Context: an optimization exercise on an open-source flow, tuned for small area, a short achievable clock period and few clock cycles per item. The choices shown serve that exercise and are no tape-out recipe. In this exercise RTL edits were held to simulation tests only and were not proved equivalent to the original.

## job 6047
// hbridge_current_integral_loop_core
module hbridge_current_integral_loop_core
#(
  parameter int SAMPLE_BITS   = 12,
  parameter int FRACTION_BITS = 8,
  localparam int IN_W = ((4 * SAMPLE_BITS + 2 + 7) / 8) * 8
) (
  input  logic                 clk,
  input  logic                 rst,
  input  logic                 s_axis_tvalid,
  output logic                 s_axis_tready,
  input  logic [IN_W-1:0]      s_axis_tdata,
  output logic                 m_axis_tvalid,
  input  logic                 m_axis_tready,
  output logic [OUT_W-1:0]     m_axis_tdata,
  input  logic                 cfg_wr_en,
  input  logic [CFG_ADR_W-1:0] cfg_addr,
  input  logic [CFG_W-1:0]     cfg_wdata
);
  localparam int S = SAMPLE_BITS;
  hcil_pkg::cfg_t cfg;
  hcil_pkg::booth_t wdata_enc;
  hcil_booth_enc u_wdata_enc (
    .b (cfg_wdata[GAIN_W-1:0]),
    .e (wdata_enc)
  );
  logic           run;
  logic           item_valid;
  logic [REG_W-1:0] item_duty;
  logic           item_fwd;
  logic           item_rev;
  logic           item_inb;
  always_ff @(posedge clk) begin
    if (rst) begin
      cfg.center <= CENTER_RST;
      cfg.scale  <= SCALE_RST_ENC;
      cfg.offset <= OFFSET_RST;
      cfg.gain   <= GAIN_RST_ENC;
      cfg.band   <= BAND_RST;
      cfg.limit  <= LIMIT_RST;
    end else if (cfg_wr_en) begin
      case (cfg_addr)
        REG_CURRENT_CENTER:   cfg.center <= cfg_wdata[REG_W-1:0];
        REG_REFERENCE_SCALE:  cfg.scale  <= wdata_enc;
        REG_REFERENCE_OFFSET: cfg.offset <= cfg_wdata[REG_W-1:0];
        REG_INTEGRAL_GAIN:    cfg.gain   <= wdata_enc;
        REG_BAND_LIMIT:       cfg.band   <= cfg_wdata[REG_W-1:0];
        REG_DUTY_LIMIT:       cfg.limit  <= cfg_wdata[REG_W-1:0];
        default: ;
      endcase
    end
  end
  hcil_datapath #(
    .SAMPLE_BITS (SAMPLE_BITS)
  ) u_datapath (
    .clk                (clk),
    .rst                (rst),
    .run                (run),
    .cfg                (cfg),
    .in_valid           (s_axis_tvalid),
    .current_sample_a   (s_axis_tdata[S-1:0]),
    .reference_sample_a (s_axis_tdata[2*S-1:S]),
    .current_sample_b   (s_axis_tdata[3*S-1:2*S]),
    .reference_sample_b (s_axis_tdata[4*S-1:3*S]),
    .drive_enable       (s_axis_tdata[4*S]),
    .direction_forward  (s_axis_tdata[4*S+1]),
    .out_valid          (item_valid),
    .duty               (item_duty),
    .fwd                (item_fwd),
  ...
Size in the first run: ~3600 cells after synthesis, ~0.034 mm^2 of cells after synthesis.
==> flow/config.mk <==
export PLATFORM = sky130hd
export DESIGN_NAME = hbridge_current_integral_loop_core
export DESIGN_NICKNAME = hbridge_current_integral_loop_core
export VERILOG_FILES = /design/flow/design.v
export SDC_FILE = /design/flow/constraint.sdc
export NUM_CORES = 4
export LEC_CHECK = 0
export CAP_MARGIN = 20
export CORE_MARGIN = 2
export CORE_UTILIZATION = 45
export SLEW_MARGIN = 20
==> flow/constraint.sdc <==
create_clock -name core_clock -period 10.0 [get_ports {clk}]
set_input_delay 2.0000 -clock core_clock [delete_from_list [all_inputs] [get_ports {clk}]]
set_output_delay 2.0000 -clock core_clock [all_outputs]
set_load 0.01 [all_outputs]
standard.sh (not shown) runs the stock make flow with config.mk's settings and CLKGATE_MAP_FILE= SYNTH_SCRIPT=/design/flow/synth_recipe.tcl, a recipe that flattens the netlist after the stock synthesis.
==> flow/flow/run.sh <==
#!/bin/bash
# The standard layout with extra ORFS make settings from flow/args.txt (one
# VAR=VALUE per line): timing repair aimed at a tighter period than the 10 ns
# clock (the clock and constraints are unchanged) and a smaller port buffer.
# Synthesis is the standard one, run on its own first.
set -euo pipefail
mapfile -t ARGS < <(grep -v '^#' flow/args.txt | grep .)
bash standard.sh synth > synth.log 2>&1
bash standard.sh "${ARGS[@]}" finish > layout.log 2>&1
==> flow/flow/args.txt <==
SETUP_SLACK_MARGIN=6
BUFFER_PORTS_ARGS=-buffer_cell sky130_fd_sc_hd__buf_1
Testbench counts of job 6047, summed over its fixed seeds: cycles 1,968, items 1,920.
#### Input delta (job 6719 over job 6047)
==> flow/flow/args.txt <==
SETUP_SLACK_MARGIN=6.5
BUFFER_PORTS_ARGS=-buffer_cell sky130_fd_sc_hd__buf_1
-- flow/config.mk --
<<< job 6047, line 9
export CORE_MARGIN = 2
export CORE_UTILIZATION = 45
export SLEW_MARGIN = 20
>>> job 6719, line 9
export CORE_MARGIN = 2
export CORE_UTILIZATION = 55
export SLEW_MARGIN = 20
--- outcome ---
Compared with job 6047, job 6719 shows relative area change from synthesis to final layout higher by 8.6 points.
Changes observed in job 6719 relative to job 6047: total routed wirelength picked up an extra 13%; share of the final layout cell area in sequential cells fell by 1.7 points; worst setup slack saw an increase; number of clock buffers inserted by TritonCTS increased 1.
The following lists how job 806 was set up differently from job 6719:
==> flow/flow/args.txt <==
SETUP_SLACK_MARGIN=6
BUFFER_PORTS_ARGS=-buffer_cell sky130_fd_sc_hd__buf_1
Findings:
- From job 6719 to job 806 the numbers moved as follows: met3 layer wire length in the routed design now smaller, final non-filler cell area went down about 8%, setup fix buffers added after clock tree synthesis now smaller.
- On post-route antenna net violation count, job 6719 and job 806 are neck and neck.
- Well-tap cell count came out exactly the same in job 6719 and job 806.
- In job 806 the share of the cycle needed by the critical path after routing turned out 1.3 points higher than in job 6719.
## Diff of input files: job 7910 against job 806
==> flow/flow/args.txt <==
SETUP_SLACK_MARGIN=5.75
BUFFER_PORTS_ARGS=-buffer_cell sky130_fd_sc_hd__buf_1
- Job 7910 against job 806: final cell utilization of the core moved down; clock period minus worst slack higher.
diff inputs: job 7910 => job 8263
==> flow/flow/args.txt <==
SETUP_SLACK_MARGIN=6.5
BUFFER_PORTS_ARGS=-buffer_cell sky130_fd_sc_hd__buf_1
-- flow/config.mk --
<<< job 7910, line 9
export CORE_MARGIN = 2
export CORE_UTILIZATION = 55
export SLEW_MARGIN = 20
>>> job 8263, line 9
export CORE_MARGIN = 2
export CORE_UTILIZATION = 65
export SLEW_MARGIN = 20
The run showing the smaller detailed router's first-iteration violation count is job 7910. [compare] base=job 7910 new=job 8263: clock skew roughly the same; final area rose by about 9%; met2 layer usage reported by global route climbed 13 points. Job 8263: count of buffers not belonging to the clock network in the layout 182 above job 7910. Compared to job 7910, the routing of job 8263 uses more wire.

==> port drivers added, routing unchanged <==
Ports are ideal in the flow. The routed layouts listed here were re-timed in OpenROAD.
Step 1, drivers: a clkbuf_16 drives clk and a buf_2 each remaining input, both assumed.
Step 2 moves the port delays by t, midway between the first and last clock arrival at a register: inputs arrive t later, outputs are due t later. That takes back most of the time a late clock gives input paths.
Three values: ideal, step 1, step 2; two values: the first two.
| run | shift t [ns] | setup WS [ns] | worst setup path at the end | latest minus earliest clock arrival (ns) | worst slew at a driven data input, ns |
|---|---|---|---|---|---|
| job 6047 | 0.659 | 6.045 / 6.045 / 5.657 | input to register | 0.027 / 0.027 | 0.12 |
| job 6719 | 0.651 | 6.100 / 6.100 / 5.925 | input to register | 0.030 / 0.030 | 0.12 |
| job 806 | 0.659 | 5.967 / 5.967 / 5.588 | input to register | 0.029 / 0.029 | 0.12 |
| job 7910 | 0.645 | 5.807 / 5.807 / 5.412 | input to register | 0.022 / 0.022 | 0.11 |
| job 8263 | 0.643 | 5.981 / 5.981 / 5.849 | input to register | 0.020 / 0.020 | 0.08 |
After both steps setup and hold are still met in every run listed. For job 7910, which loses most, drivers alone change the setup slack by 0.000 ns; drivers and shift together by -0.395 ns.
